This design comes from an exercise in tuning for small area on the open sky130 flow, not from production work. The RTL was checked by simulation tests, not by an equivalence proof against the original design. No activity file was given, so power comes from the tool's default toggle rates.

## job 101
==> flow/design.v (excerpt) <==
module riscv_pipeline #(
    parameter logic [31:0] initial_pc = 32'h0040_0000
) (
    input  logic        clk,
    input  logic        rst,
    input  logic [31:0] instruction,
    input  logic [31:0] d_read_data,
    output logic [31:0] pc,
    output logic [31:0] alu_result,
    output logic [31:0] d_address,
    output logic [31:0] d_write_data,
    output logic [31:0] write_back_data,
    output logic        mem_read,
    output logic        mem_write
);
    localparam logic [6:0] op_load   = 7'b0000011;
    localparam logic [6:0] op_imm    = 7'b0010011;
    localparam logic [6:0] op_store  = 7'b0100011;
    localparam logic [6:0] op_reg    = 7'b0110011;
    localparam logic [6:0] op_branch = 7'b1100011;
    logic [31:1] pc_q;
    logic [31:1] pc_id;
    logic [31:1] ex_pc;
    logic [6:0]  ex_f7;
    logic [4:0]  ex_rs2;
    logic [4:0]  ex_rs1;
    logic [2:0]  ex_f3;
    logic [4:0]  ex_rd;
    logic        ex_r, ex_i, ex_l, ex_s, ex_b;
    logic [31:0] mem_alu;
    logic [31:0] mem_rs2;
    logic [31:1] mem_target;
    logic [4:0]  mem_rd;
    logic        mem_l, mem_s, mem_taken;
    logic [31:0] wb_alu;
    logic [4:0]  wb_rd;
    logic        wb_l, wb_a;
    logic [31:2] pc_inc;
    logic [32:2] pc_cy;
    assign pc_cy[2] = 1'b1;
    for (genvar g = 2; g < 32; g++) begin : g_inc
        assign pc_inc[g]    = pc_q[g] ^ pc_cy[g];
        assign pc_cy[g + 1] = pc_q[g] & pc_cy[g];
    end
    always_ff @(posedge clk) begin
        if (rst) begin
            pc_q <= initial_pc[31:1];
        end else if (mem_taken) begin
            pc_q <= mem_target;
        end else begin
            pc_q <= {pc_inc, pc_q[1]};
        end
    end
    assign pc = {pc_q, 1'b0};
    always_ff @(posedge clk) begin
        if (rst) begin
            pc_id <= '0;
        end else begin
            pc_id <= pc_q;
        end
    end
    always_ff @(posedge clk) begin
        if (rst) begin
            ex_r <= 1'b0;
            ex_i <= 1'b0;
            ex_l <= 1'b0;
            ex_s <= 1'b0;
            ex_b <= 1'b0;
        end else begin
            ex_r <= instruction[6:0] == op_reg;
            ex_i <= instruction[6:0] == op_imm;
            ex_l <= instruction[6:0] == op_load;
            ex_s <= instruction[6:0] == op_store;
            ex_b <= instruction[6:0] == op_branch;
        end
    end
  ...
Size in the first run: roughly 3,300 cells after synthesis, about 230 I/O pins, about 52,000 µm² of cells after synthesis.
clock: 10.0 ns
lec_check: 0
cap_margin: 20
core_margin: 2
core_utilization: 40
cts_buf_list: sky130_fd_sc_hd__clkbuf_8
cts_cluster_diameter: 50
cts_cluster_size: 20
slew_margin: 20
synth_hierarchical: 1
synth_minimum_keep_size: 0
run.sh (not shown) runs the stock make flow with config.mk's settings and CLKGATE_MAP_FILE= SYNTH_SCRIPT=/design/flow/synth_recipe.tcl, a recipe that flattens the netlist after the stock synthesis.
### job 101 -> job 102
- changing CTS_CLUSTER_SIZE from 20 to 16
- changing CTS_CLUSTER_DIAMETER from 50 to 60
==> flow/flow/run.sh (new file) <==
#!/bin/bash
# The standard layout (standard.sh), with single-strength buffers on the
# ports instead of the delay-cell buffers ORFS picks by default.
set -euo pipefail
export BUFFER_PORTS_ARGS="-buffer_cell sky130_fd_sc_hd__buf_1"
bash standard.sh > standard.log 2>&1
==> flow/standard.sh (new file) <==
#!/bin/bash
# synth_recipe.tcl (not shown) runs the flow's synth.tcl, then flattens the netlist and writes it again
# the make line also repeats each setting of config.mk as NAME=value (left out here)
make -C /OpenROAD-flow-scripts/flow DESIGN_CONFIG=/design/flow/config.mk WORK_HOME=/design/flow/orfs CLKGATE_MAP_FILE= SYNTH_SCRIPT=/design/flow/synth_recipe.tcl "${@:-finish}"
removed: flow/run.sh
Notes after the runs:
Job 102 finished every stage and its layout cleared the timing, DRC and antenna checks. Per the comparison of job 102 with job 101, routed wire length now sits lower, maximum frequency from static timing analysis increased about 2.4%, switching portion of total power now smaller, signed area change from the synthesized netlist to the final layout lower, logic depth of the worst register-to-register path up about 10%. Higher CTS buffer count among job 101 and job 102: job 101. Lower post-place setup slack among job 101 and job 102: job 101. Relative to job 101, remaining max-slew budget at the tightest pin increased by 5.9 points in job 102. Least setup slack across all paths after layout, job 101 and job 102: larger value in job 102. ~same via count in job 101 and job 102. As of job 102, HPWL reported at the end of detailed placement had risen slightly compared to job 101.

-- port drivers added, routing unchanged --
The results above use ideal ports. As a check the final layouts listed here were re-extracted and re-timed, cells and wires unchanged.
Step 1 sets driving cells, clkbuf_16 on the clock port and buf_2 on the other inputs (assumed; they add their load-dependent delay and slew).
Step 2 adds t to the input delays and takes it off the output delays; t is the mean of the earliest and latest rising clock arrival at the registers after step 1. Input paths then give back, and output paths get back, about the clock's delay inside the block.
Three values: no drivers, after step 1, after step 2; two values: the first two.
| run | t (ns) | setup WS [ns] | hold slack, ns | cell pins on the clock port's net |
|---|---|---|---|---|
| job 101 | 0.955 | 0.311 / 0.238 / 1.193 | 0.329 / 0.329 / 0.329 | 1 |
| job 102 | 0.907 | 0.538 / 0.461 / 1.368 | 0.334 / 0.334 / 0.334 | 1 |
After both steps every run listed still meets setup and hold.
